This design comes from an exercise in tuning for small area, a short achievable clock period and few clock cycles per item on the open sky130 flow, not from production work. RTL that was checked went through simulation tests only; none was proved equivalent to the original. No functional check of the RTL was part of run 1. Power and IR drop assume default switching activity.

## flow/design.v (module list and top-level ports; edited modules follow where they fit)
// module cmult_rescale: 8 lines
// module cm_fa: 10 lines
// module cm_ha: 9 lines
// module complex_mult_pipe: 3234 lines
module complex_mult_pipe
#(
  parameter int WL    = 16,
  parameter int ROUND = fft_pkg::ROUND_HALFUP,
  parameter int SAT   = fft_pkg::SAT_CLAMP
) (
  input  logic                 clk,
  input  logic                 rst,
  input  logic                 in_valid,
  output logic                 in_ready,
  input  logic signed [WL-1:0] a_r,
  input  logic signed [WL-1:0] a_i,
  input  logic signed [WL-1:0] b_r,
  input  logic signed [WL-1:0] b_i,
  input  logic                 conj_b,
  output logic                 out_valid,
  input  logic                 out_ready,
  output logic signed [WL-1:0] out_r,
  output logic signed [WL-1:0] out_i,
  output logic                 out_ovf
);
  // ...
==> flow/run.sh <==
#!/bin/bash
# synth_recipe.tcl (not shown) runs the flow's synth.tcl, then flattens the netlist and writes it again
# the make line also repeats each setting of config.mk as NAME=value (left out here)
make -C /OpenROAD-flow-scripts/flow DESIGN_CONFIG=/design/flow/config.mk WORK_HOME=/design/flow/orfs CLKGATE_MAP_FILE= SYNTH_SCRIPT=/design/flow/synth_recipe.tcl finish
==> flow/config.mk <==
export PLATFORM = sky130hd
export DESIGN_NAME = complex_mult_pipe
export DESIGN_NICKNAME = complex_mult_pipe
export VERILOG_FILES = /design/flow/design.v
export SDC_FILE = /design/flow/constraint.sdc
export NUM_CORES = 4
export LEC_CHECK = 0
export CAP_MARGIN = 20
export CORE_MARGIN = 2
export CORE_UTILIZATION = 55
export SETUP_SLACK_MARGIN = 4.8
export SLEW_MARGIN = 20
export SYNTH_HIERARCHICAL = 1
export SYNTH_MINIMUM_KEEP_SIZE = 0
==> flow/constraint.sdc <==
create_clock -name core_clock -period 8.0 [get_ports {clk}]
set_input_delay 1.6000 -clock core_clock [delete_from_list [all_inputs] [get_ports {clk}]]
set_output_delay 1.6000 -clock core_clock [all_outputs]
set_load 0.01 [all_outputs]
==> impl_metrics.toml, run 1 <==
[pwr]
seq_cell_power_mw = 4.66
p_leak_nw = 15.59
power_mw = 21.97
clkPwrFrac_pct = 12.0

[layout]
multi_input_area_share_pct = 57.74
fin_cells = 4015
comb.multi_input.count = 2277
signal_buffers = 212
largest_class = "multi-input gates"
final_util_pct = 61.50
final_cell_area_mm2 = 0.04196
clock_buffers = 81

[placed_design]
routabilityCongestion = 0.8619
place_area_mm2 = 0.03942
dp.cells = 3898

[yosys]
synthDominantCellAreaShare_pct = 25.15
async_reset_ff_share_pct = 0
synth_cells = 3105
synth_warnings = 7
synth_simple_gate_area_share_pct = 3.027
ys_ff_latch = 505

[critical_path]
crit_buf_inv = 1
worstSetupPathType = "flop to flop"
path_max_fanout = 34
worst_setup_path_start_kind = "flop"
cpMostUsedCell = "fa_1"

[route]
wl_met3_um = 12930
antenna_left = 0
drt-initial-drc-count = 3209

[sta]
finalSetupTns_ns = 0
finalSetupViolCount = 0
fmax_mhz = 313.9
rsz0062_at_grt = "true"

[global_routing]
use_met2_pct = 51.55
grt_pass1_vias = 27900
grt_max_degree = 75
grt_busiest_layer = "met2"

[floorplan]
die_w_um = 265.9
well_tap_count = 882

[clocking]
ctsHoldBuffers = 0
htree_levels = 2

[status]
status = "complete, no violations"
==> inputs of run 2 (changes only) <==
--- a/flow/design.v
+++ b/flow/design.v
@@ -47,24 +47,24 @@
   input  logic signed [WL-1:0] b_i,
   input  logic                 conj_b,
   output logic                 out_valid,
   input  logic                 out_ready,
   output logic signed [WL-1:0] out_r,
   output logic signed [WL-1:0] out_i,
   output logic                 out_ovf
 );
-  logic       v1, vm, vt, rdy, ins;
+  logic       v1, vm, vt, rdy, nrdy, ins;
   logic [3:0] qv, qv_n;
   logic       v1_n, vm_n, vt_n;
   assign in_ready  = rdy;
   assign out_valid = qv[0];
   assign ins       = vt;
-  assign v1_n = rdy ? in_valid : v1;
-  assign vm_n = rdy & v1;
+  assign v1_n = ~nrdy ? in_valid : v1;
+  assign vm_n = ~nrdy & v1;
   assign vt_n = vm;
   logic [3:0] qv_keep, qv_take;
   logic       rdy_keep, rdy_take;
   always_comb begin
     qv_keep = ins ? {qv[2:0], 1'b1} : qv;
     qv_take = qv[0] ? (ins ? qv : {1'b0, qv[3:1]}) : qv_keep;
   end
   assign rdy_keep = ~v1_n | (({2'b00, qv_keep[0]} + {2'b00, qv_keep[1]} + {2'b00, qv_keep[2]}
@@ -73,23 +73,25 @@
                               + {2'b00, qv_take[3]} + {2'b00, vm_n} + {2'b00, vt_n}) <= 3'd3);
   assign qv_n = out_ready ? qv_take : qv_keep;
   always_ff @(posedge clk) begin
     if (rst) begin
       v1  <= 1'b0;
       vm  <= 1'b0;
       vt  <= 1'b0;
       qv  <= 4'd0;
-      rdy <= 1'b1;
+      rdy  <= 1'b1;
+      nrdy <= 1'b0;
     end else begin
       v1  <= v1_n;
       vm  <= vm_n;
       vt  <= vt_n;
       qv  <= qv_n;
-      rdy <= out_ready ? rdy_take : rdy_keep;
+      rdy  <= out_ready ? rdy_take : rdy_keep;
+      nrdy <= out_ready ? ~rdy_take : ~rdy_keep;
     end
   end
   logic [15:0] r_ar, r_ai;
   logic [7:0]  br_one, br_two, br_neg, bi_one, bi_two, bi_nre, bi_nim;
   logic [7:0]  e_br_one, e_br_two, e_br_neg, e_bi_one, e_bi_two, e_bi_nre, e_bi_nim;
   logic [16:0] x_br, x_bi;
   assign x_br = {b_r, 1'b0};
   assign x_bi = {b_i, 1'b0};
@@ -100,17 +102,17 @@
       e_br_neg[k] = x_br[2*k+2];
       e_bi_one[k] = x_bi[2*k+1] ^ x_bi[2*k];
       e_bi_two[k] = (x_bi[2*k+2] & ~x_bi[2*k+1] & ~x_bi[2*k]) | (~x_bi[2*k+2] & x_bi[2*k+1] & x_bi[2*k]);
       e_bi_nre[k] = x_bi[2*k+2] ^ ~conj_b;
       e_bi_nim[k] = x_bi[2*k+2] ^ conj_b;
     end
   end
   always_ff @(posedge clk) begin
-    if (rdy) begin
+    if (~nrdy) begin
       r_ar   <= a_r;
       r_ai   <= a_i;
       br_one <= e_br_one;
       br_two <= e_br_two;
       br_neg <= e_br_neg;
       bi_one <= e_bi_one;
       bi_two <= e_bi_two;
       bi_nre <= e_bi_nre;
==> flow/config.mk (replaced) <==
export PLATFORM = sky130hd
export DESIGN_NAME = complex_mult_pipe
export DESIGN_NICKNAME = complex_mult_pipe
export VERILOG_FILES = /design/flow/design.v
export SDC_FILE = /design/flow/constraint.sdc
export NUM_CORES = 4
export LEC_CHECK = 0
export CAP_MARGIN = 20
export CORE_MARGIN = 2
export CORE_UTILIZATION = 62
export SETUP_SLACK_MARGIN = 5
export SLEW_MARGIN = 20
export SYNTH_HIERARCHICAL = 1
export SYNTH_MINIMUM_KEEP_SIZE = 0
==> impl_metrics.toml, run 2 <==
[placed_design]
routabilityCongestion = 0.9100
hpwl_um = 68960
post-place-ws_ns = 4.439
port_buffers = 103
dp.cells = 3796

[yosys]
postSynthAreaPerCell_um2 = 12.14
ys_ff_latch = 506
yosys.cell_types.count = 58
ys_dominant_reg_cell = "dfxtp_1"
synthTopCellsByArea = "fa_1 25%, edfxtp_1 18%, dfxtp_1 15%"
synth_area_mm2 = 0.03770
synth_cells = 3106
async_reset_ff_share_pct = 0
synth_area_leader_cell = "fa_1"
synthDominantCellAreaShare_pct = 25.17
synth_common_cells = "556 x xnor2_1, 480 x a22oi_1, 474 x fa_1, 286 x dfxtp_1, 234 x clkbuf_1"
yosysMostFrequentCell = "xnor2_1"
synth_enable_flop_cells = 220
yosysSeqAreaShare_pct = 32.71
synth_warnings = 7

[status]
status = "complete, no violations"

[critical_path]
worstSetupPathType = "flop to flop"
reg2reg_from = "r_ar[10]$_DFFE_PN_"
arrival_ns = 3.78
crit_slowest_cell = "fa_1"
r2r_cells = 8
r2r_slack_ns = 4.74
timing.rr.end = "m_re_14_3$_DFF_P_"
crit_family = "adder cells"
cp_cell_sequence = "buf_12 -> buf_6 -> a22oi_2 -> xnor2_2 -> fa_1 -> fa_2 -> fa_2 -> fa_1"
crit_buf_inv = 2
worst_setup_path_start_kind = "flop"
cp.depth = 8
required_ns = 8.53
end_kind = "flop"
path_max_fanout = 9
crit_path_max_incr_delay_ns = 0.55

[clocking]
htree_levels = 2
clockBufferDepth = 3
cts_buffers = 56
root_buffer = "clkbuf_16"
clk_latency_ns = 0.64
cts_num_sinks = 506
clk_pin_slew_ns = 0.07
cts_tree = "done"
ctsHoldBuffers = 0

[sta]
rsz0062_at_grt = "true"
maxSlewHeadroom_pct = 35.83
fmax_mhz = 306.9
worstMarginPinSlew_ns = 0.9625
timing.final.max_slew_violations = 0
finalSetupViolCount = 0
hold_viol = 0
fin_ws_ns = 4.741
post-route-min-period_ns = 3.259
fin_crit_sh_pct = 40.74
skew_ns = 0.02425
finalSetupTns_ns = 0

[hold_path]
min-delay-path-class = "flop to flop"
worstHoldStart = "v1$_SDFF_PP0_"
worstHoldEndpoint = "vm$_SDFF_PP0_"
holdPathStages = 2

[global_routing]
grt_pass1_vias = 29430
antenna_found_initial = 1
track_usage_pct = 39.75
grt_pass1_wl_um = 183900
grt_overflow_total = 0
grt_max_degree = 48

[layout]
antenna_cells = 0
drive_above_1_share_pct = 22.88
fin_cells = 4065
layout_commonest_cell = "xnor2_1"
area_growth_pct = 19.88
mostFrequentLayoutCells = "518 x xnor2_1, 424 x fa_1, 381 x a22oi_1"
nets = 3892
final_util_pct = 75.02

[floorplan]
die_h_um = 250.6
fp.coreArea_mm2 = 0.06025
rows = 90
top_level_ports = 104
initial_utilization_pct = 62.58
die_area_mm2 = 0.06280
die_w_um = 250.6

[route]
routedWlPerCell_um = 31.10
antenna_left = 0
drt-initial-drc-count = 3932
drc = 0
vias = 27970
drt-total-wl_um = 126400
first_pass_iters = 8
viasPerCell = 6.880

[pwr]
worst_ir_drop_vdd_mv = 0.5225
p_per_area_mw_per_mm2 = 518.9
p_leak_nw = 17.15

[run]
max-cap-violations = 0
-- run 2: cell types whose count changed after synthesis, sizes merged, moves of 4 or more --
cell and delta:
nand2 -7, xor2 -5, xnor2 +8, inv +4, a211o +5, nor3 -5
-- run 2: cells by family (layout without fill, tap and decap cells) --
| logic type | after synthesis | after routing | share of synthesized area [%] |
|---|---|---|---|
| AO/OA/AOI/OAI | 711 | 711 | 13.92 |
| XOR/XNOR | 626 | 626 | 14.54 |
| adder cells (fa/ha/maj) | 588 | 588 | 28.95 |
| buffers and inverters | 346 | 506 | 3.790 |
| flip-flops | 506 | 506 | 32.71 |
| multiplexers | 106 | 106 | 3.149 |
| other | 1 | 18 | 0.009946 |
| AND/OR/NAND/NOR | 222 | 222 | 2.930 |
-- run 2: final cells by class --
| type | instances | area, µm² |
|---|---|---|
| inverters | 36 | 138.9 |
| clock inverters | 30 | 347.8 |
| flip-flops and latches | 506 | 12340 |
| clock buffers | 76 | 1582 |
| fillers | 3879 | 15050 |
| repair buffers | 364 | 4568 |
| well taps | 782 | 978.4 |
| multi-input cells | 2271 | 25240 |
-- run 2: report_power, final --
| group | total (mW) | internal [mW] | leakage [nW] | switching [mW] |
|---|---|---|---|---|
| sequential | 4.70 | 4.16 | 4.78 | 0.547 |
| combinational | 16.0 | 7.34 | 11.4 | 8.71 |
| clock | 2.70 | 1.59 | 0.942 | 1.11 |
| total | 23.5 | 13.1 | 17.1 | 10.4 |
-- run 2: worst reg2reg max path: cells and delay by family (launching register included) --
family,cells,cell delay (ns)
flops,1,0.47
compound gates,1,0.21
fa+ha+maj,4,1.95
buf+inv,2,0.38
xor+xnor,1,0.13
-- run 2: worst max path at each step --
stage,from,to,slack [ns]
finish,r_ar[10]$_DFFE_PN_,m_re_14_3$_DFF_P_,4.74
global route,r_ar[12]$_DFFE_PN_,m_re_16_3$_DFF_P_,4.71
CTS,r_ar[12]$_DFFE_PN_,m_re_16_3$_DFF_P_,4.88
detailed placement,out_ready,q2[5]$_DFFE_PP_,4.44
global placement,bi_two[0]$_DFFE_PN_,m_im_14_3$_DFF_P_,4.09
floorplan,nrdy$_SDFF_PP0_,rdy$_SDFF_PP1_,4.48
-- run 2: modules after synthesis, one instance, submodules excluded --
module	cell area, µm²	copies in the design	cells	flops+latches
cm_fa	20.02	466	1	0
cm_ha	12.51	46	1	0
cmult_rescale	440.4	2	57	0
complex_mult_pipe	26920	1	2480	506
-- run 2: stage by stage --
step,area [µm²],hold WS (ns),power [mW]
after detailed placement,39290,0.5045,18.60
final,45200,0.5033,23.45
after CTS,43620,0.5105,22.02
after floorplan,37850,0.3462,14.49
after global routing,45200,0.5387,25.10
after global placement,39260,0.4989,18.15
-- run 2: routing by layer --
metal  up-vias  part of all wire (%)  routed length (µm)  GRT usage [%]
met4         4                   6.7                8528          22.14
met1     13880                    36               45520          51.08
li1      11130                     -                   -              -
met5         -                 0.075                  95         0.3089
met3       651                    14               18290          13.74
met2      2309                    43               53990          59.06
-- run 2: repair_timing --
item / CTS / global route
cloned: 29 / 5
buffers inserted: 68 / 61
pin swaps: 41 / 149
endpoints found under the setup margin: 154 / 123
gates resized for setup: 271 / 226
Testbench counts of run 2, summed over its fixed seeds: cycles 4,128, items 4,096.
==> inputs of run 3 (changes only) <==
--- a/flow/config.mk
+++ b/flow/config.mk
@@ -8,6 +8,6 @@
 export CAP_MARGIN = 20
 export CORE_MARGIN = 2
-export CORE_UTILIZATION = 62
-export SETUP_SLACK_MARGIN = 5
+export CORE_UTILIZATION = 55
+export SETUP_SLACK_MARGIN = 4.5
 export SLEW_MARGIN = 20
 export SYNTH_HIERARCHICAL = 1
==> impl_metrics.toml, run 3 <==
[global_routing]
grt_pass1_vias = 28520
track_usage_pct = 32.97
grt_max_degree = 81
grt_overflow_total = 0
grt_pass1_wl_um = 174300
antenna_found_initial = 0

[sta]
finalSetupTns_ns = 0
finalSetupViolCount = 0
fin_ws_ns = 4.563
post-route-min-period_ns = 3.437
fin_hold_ws_ns = 0.5112
skew_ns = 0.02168
timing.final.max_slew_violations = 0
fin_crit_sh_pct = 42.96
hold_viol = 0
worstMarginPinSlew_ns = 1.044
maxSlewHeadroom_pct = 30.43
rsz0062_at_grt = "true"
fmax_mhz = 291.0

[yosys]
synth_area_mm2 = 0.03770
yosysMostFrequentCell = "xnor2_1"
synth_compound_area_share_pct = 13.92
ys_dominant_reg_cell = "dfxtp_1"
synth_simple_gate_area_share_pct = 2.930
synth_cells = 3106
synth_warnings = 7
yosys.cell_types.count = 58
yosysSeqAreaShare_pct = 32.71
synth_common_cells = "556 x xnor2_1, 480 x a22oi_1, 474 x fa_1, 286 x dfxtp_1, 234 x clkbuf_1"
synth_top_family_by_area = "adder cells"
synthMuxAreaShare_pct = 3.149
yosys.area_share.xor_xnor_pct = 14.54
synthAdderAreaFrac_pct = 28.95
synth_area_leader_cell = "fa_1"
synthDominantCellAreaShare_pct = 25.17
ys_ff_latch = 506
synth_enable_flop_cells = 220
async_reset_ff_share_pct = 0
postSynthAreaPerCell_um2 = 12.14
synthTopCellsByArea = "fa_1 25%, edfxtp_1 18%, dfxtp_1 15%"

[clocking]
clk_pin_slew_ns = 0.06
cts_num_sinks = 506
cts_buffers = 56
htree_levels = 2
clk_latency_ns = 0.63
root_buffer = "clkbuf_16"
clockBufferDepth = 3
cts_tree = "done"

[layout]
layout_commonest_cell = "xnor2_1"
mostFrequentLayoutCells = "553 x xnor2_1, 480 x a22oi_1, 473 x fa_1"
drive_above_1_share_pct = 11.50
fin_cells = 4004
final_util_pct = 61.42
nets = 3741
area_growth_pct = 9.979
fill_cells = 5320
antenna_cells = 0
final_cell_area_mm2 = 0.04146

[run]
max-cap-violations = 0

[critical_path]
r2r_slack_ns = 4.56
cpMostUsedCell = "fa_1"
end_kind = "flop"
crit_buf_inv = 1
cp-startpoint = "br_neg[0]$_DFFE_PN_"
r2r_cells = 6
worst_setup_path_start_kind = "flop"
arrival_ns = 3.93
cp.depth = 6
reg2reg_from = "br_neg[0]$_DFFE_PN_"
cp_cell_sequence = "buf_4 -> xnor2_1 -> fa_1 -> fa_1 -> fa_1 -> fa_1"
crit_family = "adder cells"
cp-endpoint = "m_re_15_3$_DFF_P_"
timing.rr.end = "m_re_15_3$_DFF_P_"
crit_slowest_cell = "buf_4"
required_ns = 8.49
crit_path_max_incr_delay_ns = 0.62
worstSetupPathType = "flop to flop"
path_max_fanout = 35

[route]
drt-total-wl_um = 115400
drt-initial-drc-count = 2796
vias = 26160
drc = 0
routedWlPerCell_um = 28.81
first_pass_iters = 8
viasPerCell = 6.534
antenna_left = 0

[pwr]
p_per_area_mw_per_mm2 = 515.3
power_mw = 21.37
worst_ir_drop_vdd_mv = 0.4004
p_leak_nw = 15.48

[floorplan]
die_w_um = 265.8
rows = 95
fp.coreArea_mm2 = 0.06751
die_area_mm2 = 0.07066
initial_utilization_pct = 55.84
die_h_um = 265.8
top_level_ports = 104

[placed_design]
place_area_mm2 = 0.03940
post-place-ws_ns = 4.218
routabilityCongestion = 0.8643
dp.cells = 3890
hpwl_um = 70690
port_buffers = 103

[hold_path]
holdPathStages = 2
min-delay-path-class = "flop to flop"

[status]
status = "complete, no violations"
[run 3: cell counts after synthesis]
No cell type changed its count.
[run 3: what timing repair did]
item                                    CTS  global route
endpoints found under the hold margin     0             0
endpoints found under the setup margin    0             8
gates resized for setup                   0             2
hold buffers                              0             0
setup buffers                             0             9
[run 3: cells by family after synthesis]
family	count (synthesis)
AO/OA/AOI/OAI	711
XOR/XNOR	626
adder cells (fa/ha/maj)	588
flip-flops	506
buffers and inverters	346
AND/OR/NAND/NOR	222
multiplexers	106
other	1
[run 3: report_power, final]
group          internal (mW)  switching (mW)  total (mW)
logic                   6.22            7.73        14.0
clock network           1.66            1.09        2.75
registers               4.15           0.507        4.66
[run 3: metal layers]
layer	vias up	GRT usage (%)	share of wire, %
met3	359	7.652	11
met1	13320	44.75	40
met4	0	12.19	3.6
met5	-	0	0
met2	1682	51.87	45
li1	10800	-	-
[run 3: cell type report]
type / count / area [µm²] / area share, %
clock buffer: 76 / 1633 / 3.938
clock inverter: 29 / 355.3 / 0.8570
inverter: 36 / 138.9 / 0.3349
multi-input combinational: 2271 / 24050 / 58.01
sequential: 506 / 12330 / 29.74
tap: 873 / 1092 / 2.634
timing repair buffer: 213 / 1861 / 4.487
[run 3: Yosys stat by module, one instance, submodules excluded]
module / area [µm²] / copies in the design / flip-flops and latches
cm_ha: 12.51 / 46 / 0
complex_mult_pipe: 26920 / 1 / 506
cmult_rescale: 440.4 / 2 / 0
cm_fa: 20.02 / 466 / 0
[run 3: worst min-delay path by stage]
stage | end | startpoint | slack [ns]
5_1_grt | vm$_SDFF_PP0_ | v1$_SDFF_PP0_ | 0.54
3_3_place_gp | vt$_SDFF_PP0_ | vm$_SDFF_PP0_ | 0.50
4_1_cts | vm$_SDFF_PP0_ | v1$_SDFF_PP0_ | 0.52
3_5_place_dp | vt$_SDFF_PP0_ | vm$_SDFF_PP0_ | 0.51
2_1_floorplan | m_im_0_0$_DFF_P_ | bi_nim[0]$_DFFE_PN_ | 0.35
6_report | vm$_SDFF_PP0_ | v1$_SDFF_PP0_ | 0.51
[run 3: tightest hold or removal path: stages (launching register included)]
cell	delay [ns]
dfxtp_1	0.33
nand2_4	0.10
nor2_1	0.04
==> inputs of run 4 (changes only) <==
--- a/flow/config.mk
+++ b/flow/config.mk
@@ -9,5 +9,6 @@
 export CORE_MARGIN = 2
 export CORE_UTILIZATION = 55
-export SETUP_SLACK_MARGIN = 4.5
+export CTS_BUF_LIST = sky130_fd_sc_hd__clkbuf_4 sky130_fd_sc_hd__clkbuf_8
+export SETUP_SLACK_MARGIN = 4.8
 export SLEW_MARGIN = 20
 export SYNTH_HIERARCHICAL = 1
==> impl_metrics.toml, run 4 <==
[global_routing]
grt_overflow_total = 0
grt_pass1_vias = 28650
grt_max_degree = 76
antenna_found_initial = 5
grt_pass1_wl_um = 176400
track_usage_pct = 33.38

[layout]
area_growth_pct = 12.41
mostFrequentLayoutCells = "549 x xnor2_1, 470 x fa_1, 466 x a22oi_1"
nets = 3803
layout_commonest_cell = "xnor2_1"
final_cell_area_mm2 = 0.04238
fill_cells = 5278
drive_above_1_share_pct = 15.04

[sta]
post-route-min-period_ns = 3.236
finalSetupTns_ns = 0
finalSetupViolCount = 0
fin_crit_sh_pct = 40.45
maxSlewHeadroom_pct = 35.76
fmax_mhz = 309.0
rsz0062_at_grt = "true"
fin_ws_ns = 4.764
timing.final.max_slew_violations = 0
skew_ns = 0.04064
hold_viol = 0
worstMarginPinSlew_ns = 0.9636

[yosys]
synth_warnings = 7
async_reset_ff_share_pct = 0
synth_area_mm2 = 0.03770
synthDominantCellAreaShare_pct = 25.17
postSynthAreaPerCell_um2 = 12.14
synthTopCellsByArea = "fa_1 25%, edfxtp_1 18%, dfxtp_1 15%"
yosysMostFrequentCell = "xnor2_1"
synth_area_leader_cell = "fa_1"
synth_enable_flop_cells = 220
yosys.cell_types.count = 58
synth_cells = 3106
ys_dominant_reg_cell = "dfxtp_1"
synth_common_cells = "556 x xnor2_1, 480 x a22oi_1, 474 x fa_1, 286 x dfxtp_1, 234 x clkbuf_1"
ys_ff_latch = 506
yosysSeqAreaShare_pct = 32.71

[hold_path]
holdPathStages = 2
min-delay-path-class = "flop to flop"

[clocking]
cts_tree = "done"
clk_pin_slew_ns = 0.06
root_buffer = "clkbuf_8"
clk_latency_ns = 0.74
clockBufferDepth = 3
cts_buffers = 91
htree_levels = 3
cts_num_sinks = 506

[placed_design]
routabilityCongestion = 0.9092
place_area_mm2 = 0.03941
hpwl_um = 71070
port_buffers = 103
post-place-ws_ns = 4.249

[route]
drc = 0
vias = 26460
drt-total-wl_um = 118200
drt-initial-drc-count = 3109
viasPerCell = 6.463
first_pass_iters = 6
routedWlPerCell_um = 28.88
antenna_left = 0

[critical_path]
path_max_fanout = 32
worstSetupPathType = "flop to flop"
end_kind = "flop"
arrival_ns = 3.83
required_ns = 8.60
r2r_cells = 7
worst_setup_path_start_kind = "flop"

[floorplan]
die_w_um = 265.8
top_level_ports = 104
initial_utilization_pct = 55.84
die_h_um = 265.8
die_area_mm2 = 0.07066
rows = 95
fp.coreArea_mm2 = 0.06751

[run]
max-cap-violations = 0

[pwr]
worst_ir_drop_vdd_mv = 0.5267
p_leak_nw = 15.98
p_per_area_mw_per_mm2 = 513.4
power_mw = 21.76

[status]
status = "complete, no violations"
==> run 4: cell count changes in the layout (fill, tap and decap cells not counted), moves of 35 or more <==
cell and delta:
clkbuf_8 +102, clkbuf_16 -55, buf_4 -46, clkdlybuf4s50_1 -35, dlygate4sd2_1 +35
==> run 4: modules after synthesis, one instance, submodules excluded <==
module | flip-flops and latches | cells | area, µm²
cm_fa | 0 | 1 | 20.02
cm_ha | 0 | 1 | 12.51
cmult_rescale | 0 | 57 | 440.4
complex_mult_pipe | 506 | 2480 | 26920
==> run 4: critical path, stage by stage (launching register included) <==
cell and delay (ns):
edfxtp_1 0.34, buf_6 0.35, a22oi_1 0.17, xnor2_1 0.18, fa_1 0.49, fa_1 0.61, fa_1 0.45, fa_1 0.47
==> run 4: kinds of logic after synthesis <==
kind of cell | count (synthesis) | synth area share, %
multiplexers | 106 | 3.149
XOR/XNOR | 626 | 14.54
flip-flops | 506 | 32.71
adder cells (fa/ha/maj) | 588 | 28.95
buffers and inverters | 346 | 3.790
AND/OR/NAND/NOR | 222 | 2.930
other | 1 | 0.009946
AO/OA/AOI/OAI | 711 | 13.92
==> run 4: path summary, 6_finish.rpt <==
check / start / endpoint / slack, ns
worst max-delay path: r_ar[2]$_DFFE_PN_ / m_re_16_3$_DFF_P_ / 4.76
worst min-delay path: v1$_SDFF_PP0_ / vm$_SDFF_PP0_ / 0.52
worst max register to register: r_ar[2]$_DFFE_PN_ / m_re_16_3$_DFF_P_ / 4.76
worst min register to register: v1$_SDFF_PP0_ / vm$_SDFF_PP0_ / 0.52
==> run 4: repair_timing <==
action	CTS	global route
pin swaps	3	21
setup endpoints to repair	131	80
setup buffers	6	24
cloned	0	7
hold buffers	0	0
gates resized for setup	107	126
endpoints found under the hold margin	0	0
==> run 4: metal layers <==
layer  up-vias  global-route usage, %  part of all wire (%)
met5         -                      0                 0.058
met4         8                  13.77                   4.1
met3       377                  8.041                    11
met2      1722                  53.38                    46
met1     13410                  43.78                    39
li1      10950                      -                     -
==> run 4: power by group <==
| part | leakage (nW) | switching [mW] | internal [mW] | total [mW] |
|---|---|---|---|---|
| combinational | 10.2 | 8.07 | 6.39 | 14.5 |
| clock | 1.03 | 1.20 | 1.42 | 2.61 |
| sequential | 4.78 | 0.533 | 4.16 | 4.69 |
==> run 4: layout make-up <==
class / count / area (µm²) / share of cell area, %
multi-input cells: 2271 / 24220 / 57.16
clock inverters: 34 / 289.0 / 0.6819
repair buffers: 240 / 2641 / 6.232
well taps: 873 / 1092 / 2.577
inverters: 36 / 138.9 / 0.3277
diodes: 2 / 5.005 / 0.01181
clock buffers: 132 / 1654 / 3.903
flip-flops and latches: 506 / 12340 / 29.11
==> run 4: per-stage QoR <==
step	hold WS, ns	std cells	util [%]
6_report	0.5194	4094	62.78
5_1_grt	0.5465	4094	62.78
4_1_cts	0.5220	4061	61.67
3_5_place_dp	0.5132	3889	58.37
3_3_place_gp	0.5013	3888	58.33
2_1_floorplan	0.3462	3123	-
==> inputs of run 5 (changes only) <==
--- a/flow/config.mk
+++ b/flow/config.mk
@@ -9,7 +9,7 @@
 export CORE_MARGIN = 2
 export CORE_UTILIZATION = 55
-export CTS_BUF_LIST = sky130_fd_sc_hd__clkbuf_4 sky130_fd_sc_hd__clkbuf_8
 export SETUP_SLACK_MARGIN = 4.8
 export SLEW_MARGIN = 20
 export SYNTH_HIERARCHICAL = 1
 export SYNTH_MINIMUM_KEEP_SIZE = 0
+export TNS_END_PERCENT = 10
==> impl_metrics.toml, run 5 <==
[status]
status = "complete, no violations"

[global_routing]
grt_pass1_wl_um = 176300
track_usage_pct = 33.34
grt_pass1_vias = 28390
grt_overflow_total = 0
antenna_found_initial = 0
grt_max_degree = 80

[sta]
timing.final.max_slew_violations = 0
fin_crit_sh_pct = 40.25
finalSetupViolCount = 0
rsz0062_at_grt = "true"
worstMarginPinSlew_ns = 0.9814
skew_ns = 0.01932
fmax_mhz = 310.6
post-route-min-period_ns = 3.220
hold_viol = 0
fin_hold_ws_ns = 0.5156
finalSetupTns_ns = 0
fin_ws_ns = 4.780
maxSlewHeadroom_pct = 34.57

[layout]
mostFrequentLayoutCells = "548 x xnor2_1, 473 x fa_1, 466 x a22oi_1"
fill_cells = 5215
drive_above_1_share_pct = 13.04
final_util_pct = 62.85
antenna_cells = 0
nets = 3776
layout_commonest_cell = "xnor2_1"
area_growth_pct = 12.55
final_cell_area_mm2 = 0.04243

[clocking]
clockBufferDepth = 3
cts_buffers = 57
clk_latency_ns = 0.64
htree_levels = 2
ctsHoldBuffers = 0
cts_tree = "done"
clk_pin_slew_ns = 0.06
root_buffer = "clkbuf_16"
cts_num_sinks = 506

[route]
drt-initial-drc-count = 3277
vias = 26330
antenna_left = 0
drt-total-wl_um = 119300
viasPerCell = 6.515
first_pass_iters = 7
drc = 0
routedWlPerCell_um = 29.52

[yosys]
synth_cells = 3106
synth_area_mm2 = 0.03770
synthTopCellsByArea = "fa_1 25%, edfxtp_1 18%, dfxtp_1 15%"
async_reset_ff_share_pct = 0
yosys.cell_types.count = 58
postSynthAreaPerCell_um2 = 12.14
synth_common_cells = "556 x xnor2_1, 480 x a22oi_1, 474 x fa_1, 286 x dfxtp_1, 234 x clkbuf_1"
synthDominantCellAreaShare_pct = 25.17
synth_area_leader_cell = "fa_1"
yosysMostFrequentCell = "xnor2_1"
ys_dominant_reg_cell = "dfxtp_1"
yosysSeqAreaShare_pct = 32.71
synth_warnings = 7
synth_enable_flop_cells = 220
ys_ff_latch = 506

[hold_path]
holdPathStages = 2
min-delay-path-class = "flop to flop"

[critical_path]
worst_setup_path_start_kind = "flop"
r2r_cells = 7
path_max_fanout = 32
required_ns = 8.51
arrival_ns = 3.73
worstSetupPathType = "flop to flop"
end_kind = "flop"

[floorplan]
rows = 95
top_level_ports = 104
die_w_um = 265.8
die_h_um = 265.8
fp.coreArea_mm2 = 0.06751
die_area_mm2 = 0.07066
initial_utilization_pct = 55.84

[placed_design]
port_buffers = 103
post-place-ws_ns = 4.221
hpwl_um = 70930
routabilityCongestion = 0.8511
place_area_mm2 = 0.03940

[pwr]
p_per_area_mw_per_mm2 = 510.6
worst_ir_drop_vdd_mv = 0.4512
p_leak_nw = 15.85

[run]
max-cap-violations = 0
## run 5: path summary, 6_finish.rpt
check | startpoint | endpoint | slack, ns
worst min-delay path | vm$_SDFF_PP0_ | vt$_SDFF_PP0_ | 0.52
worst max register to register | bi_two[1]$_DFFE_PN_ | m_im_14_3$_DFF_P_ | 4.78
worst max-delay path | bi_two[1]$_DFFE_PN_ | m_im_14_3$_DFF_P_ | 4.78
worst min register to register | vm$_SDFF_PP0_ | vt$_SDFF_PP0_ | 0.52
## run 5: layout make-up
cell class	count	area [µm²]	share of cell area (%)
Sequential cell	506	12340	29.07
Tap cell	873	1092	2.574
Clock buffer	71	1489	3.509
Timing Repair Buffer	247	2790	6.575
Multi-Input combinational cell	2271	24220	57.08
Inverter	36	138.9	0.3273
Clock inverter	37	366.6	0.8639
## run 5: metrics by stage
stage                     power, mW  std cells
after floorplan               14.49       3123
after global placement        18.20       3890
after detailed placement      18.60       3890
after CTS                     21.41       4005
after global routing          23.44       4041
final                         21.67       4041
## run 5: critical path, stage by stage, from the launching register on
cell	delay, ns
edfxtp_1	0.34
buf_6	0.33
a22oi_1	0.17
xnor2_1	0.28
fa_1	0.50
fa_1	0.50
fa_1	0.54
fa_1	0.41
## run 5: cell families (layout without fill, tap and decap cells)
kind of cell               after synthesis  in the layout  share of synthesized area [%]
AOI/OAI and AO/OA                      711            711                          13.92
xor gates and xnor gates               626            626                          14.54
adders and majority gates              588            588                          28.95
buffers and inverters                  346            391                          3.790
DFF                                    506            506                          32.71
muxes                                  106            106                          3.149
other                                    1             18                       0.009946
and+or+nand+nor                        222            222                          2.930
## run 5: report_power, final
group	internal (mW)	switching [mW]
Clock	1.49	1.14
Sequential	4.15	0.516
Combinational	6.39	7.97
## run 5: timing repair
item	CTS	global route
cloned	0	10
resized for setup	66	132
pin swaps	1	11
setup endpoints to repair	77	33
buffers inserted	7	26
## run 5: per-module statistics from Yosys, one instance, submodules excluded
module,flip-flops and latches,cells inside,copies in the design,cell area (µm²)
cm_fa,0,1,466,20.02
cm_ha,0,1,46,12.51
cmult_rescale,0,57,2,440.4
complex_mult_pipe,506,2480,1,26920
## run 5: routing by layer
metal,track usage (%),wire length (µm),part of all wire [%],vias up
met5,0,0,0,-
met4,12.57,4802,4.0,0
met3,7.255,13060,11,379
met2,53.05,54810,46,1744
met1,44.99,46610,39,13330
li1,-,-,-,10880
==> inputs of run 6 (changes only) <==
--- a/flow/config.mk
+++ b/flow/config.mk
@@ -13,3 +13,2 @@
 export SYNTH_HIERARCHICAL = 1
 export SYNTH_MINIMUM_KEEP_SIZE = 0
-export TNS_END_PERCENT = 10
==> impl_metrics.toml, run 6 <==
[global_routing]
grt_overflow_total = 0
track_usage_pct = 33.14
antenna_found_initial = 1
grt_pass1_wl_um = 175500
grt_max_degree = 76
grt_pass1_vias = 28270

[layout]
area_growth_pct = 12.30
antenna_cells = 0
drive_above_1_share_pct = 13.24
layout_commonest_cell = "xnor2_1"
nets = 3765
mostFrequentLayoutCells = "550 x xnor2_1, 468 x fa_1, 467 x a22oi_1"
fin_cells = 4030

[clocking]
ctsHoldBuffers = 0
clk_pin_slew_ns = 0.07
cts_num_sinks = 506
root_buffer = "clkbuf_16"
htree_levels = 2
clk_latency_ns = 0.65
cts_buffers = 57
cts_tree = "done"
clockBufferDepth = 3

[yosys]
yosysSeqAreaShare_pct = 32.71
yosys.cell_types.count = 58
synth_warnings = 7
synth_enable_flop_cells = 220
synthTopCellsByArea = "fa_1 25%, edfxtp_1 18%, dfxtp_1 15%"
postSynthAreaPerCell_um2 = 12.14
yosysMostFrequentCell = "xnor2_1"
synth_area_mm2 = 0.03770
async_reset_ff_share_pct = 0
synthDominantCellAreaShare_pct = 25.17
synth_area_leader_cell = "fa_1"
synth_cells = 3106
ys_dominant_reg_cell = "dfxtp_1"
ys_ff_latch = 506
synth_common_cells = "556 x xnor2_1, 480 x a22oi_1, 474 x fa_1, 286 x dfxtp_1, 234 x clkbuf_1"

[status]
status = "complete, no violations"

[route]
vias = 26150
drc = 0
antenna_left = 0
routedWlPerCell_um = 29.13
first_pass_iters = 6
drt-total-wl_um = 117400
drt-initial-drc-count = 3012
viasPerCell = 6.488

[sta]
maxSlewHeadroom_pct = 36.10
fin_hold_ws_ns = 0.5199
skew_ns = 0.03758
finalSetupTns_ns = 0
fin_crit_sh_pct = 40.21
hold_viol = 0
finalSetupViolCount = 0
rsz0062_at_grt = "true"
fmax_mhz = 310.9
post-route-min-period_ns = 3.217
timing.final.max_slew_violations = 0
worstMarginPinSlew_ns = 0.9584

[hold_path]
worstHoldStart = "v1$_SDFF_PP0_"
min-delay-path-class = "flop to flop"

[critical_path]
worstSetupPathType = "flop to flop"
required_ns = 8.49
path_max_fanout = 32
end_kind = "flop"
reg2reg_from = "r_ai[14]$_DFFE_PN_"
worst_setup_path_start_kind = "flop"
arrival_ns = 3.71
cp-startpoint = "r_ai[14]$_DFFE_PN_"

[floorplan]
initial_utilization_pct = 55.84
fp.coreArea_mm2 = 0.06751
die_w_um = 265.8
rows = 95
die_area_mm2 = 0.07066
top_level_ports = 104
die_h_um = 265.8

[placed_design]
port_buffers = 103
hpwl_um = 71070
routabilityCongestion = 0.9092
dp.cells = 3889

[pwr]
power_mw = 22.03
p_per_area_mw_per_mm2 = 520.3
p_leak_nw = 15.81
worst_ir_drop_vdd_mv = 0.5171

[run]
max-cap-violations = 0
==> run 6: cell families (layout without fill, tap and decap cells) <==
family                     after synthesis  in the layout  share of synthesized area [%]
xor gates and xnor gates               626            626                          14.54
buffers and inverters                  346            380                          3.790
and+or+nand+nor                        222            222                          2.930
AOI/OAI and AO/OA                      711            711                          13.92
adders and majority gates              588            588                          28.95
DFF                                    506            506                          32.71
muxes                                  106            106                          3.149
other                                    1             18                       0.009946
==> run 6: area by class of cell <==
type	instances	area, µm²
Tap cell	873	1092
Fill cell	5271	25180
Clock buffer	72	1578
Inverter	36	138.9
Multi-Input combinational cell	2271	24240
Clock inverter	36	335.3
Timing Repair Buffer	236	2620
Sequential cell	506	12340
==> run 6: final timing paths <==
kind / cells past startpoint / slack (ns) / endpoint
worst max-delay path: 7 / 4.78 / m_re_16_3$_DFF_P_
worst min-delay path: 2 / 0.52 / vm$_SDFF_PP0_
worst max register to register: 7 / 4.78 / m_re_16_3$_DFF_P_
worst min register to register: 2 / 0.52 / vm$_SDFF_PP0_
==> run 6: routing by layer <==
layer	global-route usage, %	wire, µm	up-vias
met3	7.329	12270	334
met2	53.45	54550	1619
li1	-	-	10860
met1	44.29	46470	13330
met4	11.75	4074	2
met5	0	18	-
==> run 6: where the power goes <==
group / leakage (nW) / internal [mW] / switching (mW)
sequential: 4.78 / 4.16 / 0.536
clock: 0.942 / 1.54 / 1.14
combinational: 10.1 / 6.53 / 8.13
==> run 6: timing repair <==
action | in CTS | in global routing
gates cloned | 0 | 6
resized for setup | 68 | 131
pin swaps | 3 | 15
setup buffers | 7 | 20
endpoints found under the setup margin | 95 | 81
==> run 6: stage by stage <==
| step | cell area (µm²) | setup slack [ns] | utilization [%] |
|---|---|---|---|
| 2_1_floorplan | 37790 | 4.484 | - |
| 3_3_place_gp | 39380 | 4.314 | 58.33 |
| 3_5_place_dp | 39410 | 4.249 | 58.37 |
| 4_1_cts | 41640 | 4.800 | 61.67 |
| 5_1_grt | 42340 | 4.741 | 62.71 |
| 6_report | 42340 | 4.783 | 62.71 |
==> run 6: critical path, stage by stage (launching register included) <==
cell and delay, ns:
edfxtp_1 0.35, buf_6 0.37, a22oi_1 0.16, xnor2_1 0.18, fa_1 0.43, fa_1 0.63
fa_1 0.46, fa_1 0.47
==> run 6: modules after synthesis, one instance, submodules excluded <==
module             copies in the design  cell area, µm²
complex_mult_pipe                     1           26920
cm_ha                                46           12.51
cm_fa                               466           20.02
cmult_rescale                         2           440.4
==> inputs of run 7 (changes only) <==
--- a/flow/config.mk
+++ b/flow/config.mk
@@ -6,9 +6,9 @@
 export NUM_CORES = 4
 export LEC_CHECK = 0
-export CAP_MARGIN = 20
+export CAP_MARGIN = 5
 export CORE_MARGIN = 2
 export CORE_UTILIZATION = 55
 export SETUP_SLACK_MARGIN = 4.8
-export SLEW_MARGIN = 20
+export SLEW_MARGIN = 5
 export SYNTH_HIERARCHICAL = 1
 export SYNTH_MINIMUM_KEEP_SIZE = 0
==> impl_metrics.toml, run 7 <==
[status]
status = "complete, no violations"

[sta]
rsz0062_at_grt = "true"
fin_crit_sh_pct = 39.72
fmax_mhz = 314.7
worstMarginPinSlew_ns = 0.9713
hold_viol = 0
finalSetupTns_ns = 0
timing.final.max_slew_violations = 0
fin_hold_ws_ns = 0.5155
maxSlewHeadroom_pct = 35.25
post-route-min-period_ns = 3.178
finalSetupViolCount = 0
skew_ns = 0.01829

[critical_path]
required_ns = 8.51
crit_family = "adder cells"
crit_slowest_cell = "fa_1"
crit_path_max_incr_delay_ns = 0.59
cp_cell_sequence = "buf_6 -> a22oi_1 -> xnor2_1 -> fa_1 -> fa_1 -> fa_1 -> fa_1"
arrival_ns = 3.69
path_max_fanout = 16
cp.depth = 7
worst_setup_path_start_kind = "flop"
crit_buf_inv = 1
r2r_cells = 7
end_kind = "flop"
worstSetupPathType = "flop to flop"
cpMostUsedCell = "fa_1"

[layout]
mostFrequentLayoutCells = "551 x xnor2_1, 473 x fa_1, 468 x a22oi_1"
drive_above_1_share_pct = 12.50
fill_cells = 5253
layout_commonest_cell = "xnor2_1"
area_growth_pct = 11.68
antenna_cells = 0
nets = 3751

[route]
drc = 0
antenna_left = 0
routedWlPerCell_um = 28.91
drt-initial-drc-count = 2717
first_pass_iters = 6
drt-total-wl_um = 116100
vias = 25980
viasPerCell = 6.470

[floorplan]
initial_utilization_pct = 55.84
die_area_mm2 = 0.07066
fp.coreArea_mm2 = 0.06751
die_w_um = 265.8
die_h_um = 265.8
rows = 95
top_level_ports = 104

[yosys]
synth_warnings = 7
synth_area_mm2 = 0.03770
async_reset_ff_share_pct = 0
synth_area_leader_cell = "fa_1"
yosysMostFrequentCell = "xnor2_1"
synth_common_cells = "556 x xnor2_1, 480 x a22oi_1, 474 x fa_1, 286 x dfxtp_1, 234 x clkbuf_1"
ys_ff_latch = 506
ys_dominant_reg_cell = "dfxtp_1"
postSynthAreaPerCell_um2 = 12.14
synthDominantCellAreaShare_pct = 25.17
yosysSeqAreaShare_pct = 32.71
synthTopCellsByArea = "fa_1 25%, edfxtp_1 18%, dfxtp_1 15%"
synth_cells = 3106
synth_enable_flop_cells = 220
yosys.cell_types.count = 58

[clocking]
clockBufferDepth = 3
cts_num_sinks = 506
cts_buffers = 58
root_buffer = "clkbuf_16"
ctsHoldBuffers = 0
htree_levels = 2
cts_tree = "done"
clk_pin_slew_ns = 0.06
clk_latency_ns = 0.63

[global_routing]
grt_pass1_wl_um = 176100
grt_pass1_vias = 28260
grt_overflow_total = 0
track_usage_pct = 33.31
grt_max_degree = 76
antenna_found_initial = 2

[pwr]
p_per_area_mw_per_mm2 = 517.5
p_leak_nw = 15.72
worst_ir_drop_vdd_mv = 0.5134

[hold_path]
holdPathStages = 2
min-delay-path-class = "flop to flop"

[placed_design]
routabilityCongestion = 0.9092
port_buffers = 103
hpwl_um = 71130

[run]
max-cap-violations = 0
## run 7: timing repair
| action | 4_1_cts | 5_1_grt |
|---|---|---|
| setup buffers | 7 | 12 |
| endpoints found under the setup margin | 98 | 92 |
| pin swaps | 2 | 3 |
| resized for setup | 60 | 115 |
## run 7: per-layer routing
layer | up-vias | track usage, % | wire, µm
li1 | 10830 | - | -
met1 | 13180 | 44.26 | 45990
met2 | 1595 | 53.71 | 53460
met3 | 382 | 7.449 | 11810
met4 | 4 | 12.31 | 4820
met5 | - | 0 | 32
## run 7: area by class of cell
class / instances / area, µm² / share of cell area (%)
flip-flops and latches: 506 / 12340 / 29.30
inverters: 36 / 138.9 / 0.3298
repair buffers: 221 / 2374 / 5.637
well taps: 873 / 1092 / 2.594
multi-input cells: 2271 / 24160 / 57.39
clock buffers: 82 / 1692 / 4.017
clock inverters: 27 / 309.0 / 0.7340
## run 7: kinds of logic after synthesis
kind of cell / Yosys count / synth area share, %
AO/OA/AOI/OAI: 711 / 13.92
XOR/XNOR: 626 / 14.54
adder cells (fa/ha/maj): 588 / 28.95
buffers and inverters: 346 / 3.790
flip-flops: 506 / 32.71
multiplexers: 106 / 3.149
other: 1 / 0.009946
AND/OR/NAND/NOR: 222 / 2.930
## run 7: worst reg2reg max path: stages, from the launching register on
cell      delay (ns)
edfxtp_1        0.50
buf_6           0.24
a22oi_1         0.23
xnor2_1         0.13
fa_1            0.59
fa_1            0.44
fa_1            0.52
fa_1            0.42
## run 7: final timing paths
| check | startpoint | endpoint | slack [ns] |
|---|---|---|---|
| max | r_ar[7]$_DFFE_PN_ | m_re_14_3$_DFF_P_ | 4.82 |
| min reg2reg | v1$_SDFF_PP0_ | vm$_SDFF_PP0_ | 0.52 |
| max reg2reg | r_ar[7]$_DFFE_PN_ | m_re_14_3$_DFF_P_ | 4.82 |
| min | v1$_SDFF_PP0_ | vm$_SDFF_PP0_ | 0.52 |
## run 7: power by group
| group | switching [mW] | internal [mW] | total (mW) |
|---|---|---|---|
| logic | 8.00 | 6.33 | 14.3 |
| registers | 0.533 | 4.16 | 4.69 |
| clock network | 1.14 | 1.64 | 2.78 |
## run 7: through the flow
step / util [%] / instance area [µm²] / setup WS (ns) / power (mW) / cells
after floorplan: - / 37790 / 4.484 / 14.49 / 3123
after global placement: 58.33 / 39380 / 4.314 / 18.36 / 3888
after global routing: 62.37 / 42110 / 4.696 / 23.59 / 4016
final: 62.37 / 42110 / 4.822 / 21.79 / 4016
after CTS: 61.73 / 41680 / 4.804 / 21.71 / 4004
after detailed placement: 58.33 / 39380 / 4.256 / 18.72 / 3888
## run 7: modules after synthesis (local to each module, per instance)
module	area (µm²)	flops+latches
complex_mult_pipe	26920	506
cm_fa	20.02	0
cm_ha	12.51	0
cmult_rescale	440.4	0

what the ideal ports hide:
The flow's constraints put no driver on any port. The routed layouts listed below were extracted and timed again, unchanged, in two steps. Step 1, drivers: a clkbuf_16 drives clk and a buf_2 each remaining input, both assumed. Step 2 adds t to the input delays and takes it off the output delays; t is the mean of the earliest and latest rising clock arrival at the registers after step 1. Input paths then give back, and output paths get back, about the clock's delay inside the block. a / b / c = ideal ports / drivers / drivers and shift; a / b = the first two.
| run | t, ns | setup slack, ns | hold slack, ns | slew at the worst register clock pin (ns) |
|---|---|---|---|---|
| run 1 | 0.680 | 4.814 / 4.814 / 4.480 | 0.534 / 0.534 / 0.534 | 0.07 / 0.07 |
| run 2 | 0.699 | 4.741 / 4.741 / 4.438 | 0.503 / 0.503 / 0.503 | 0.07 / 0.07 |
| run 3 | 0.682 | 4.563 / 4.563 / 4.204 | 0.511 / 0.511 / 0.511 | 0.07 / 0.07 |
| run 4 | 0.786 | 4.764 / 4.764 / 4.251 | 0.519 / 0.519 / 0.519 | 0.08 / 0.08 |
| run 5 | 0.703 | 4.780 / 4.780 / 4.225 | 0.516 / 0.516 / 0.516 | 0.08 / 0.08 |
| run 6 | 0.698 | 4.783 / 4.783 / 4.260 | 0.520 / 0.520 / 0.520 | 0.07 / 0.07 |
| run 7 | 0.689 | 4.822 / 4.809 / 4.289 | 0.516 / 0.516 / 0.516 | 0.07 / 0.07 |
After both steps every run listed still meets setup and hold. For run 5, which loses most, drivers alone change the setup slack by 0.000 ns; drivers and shift together by -0.555 ns.
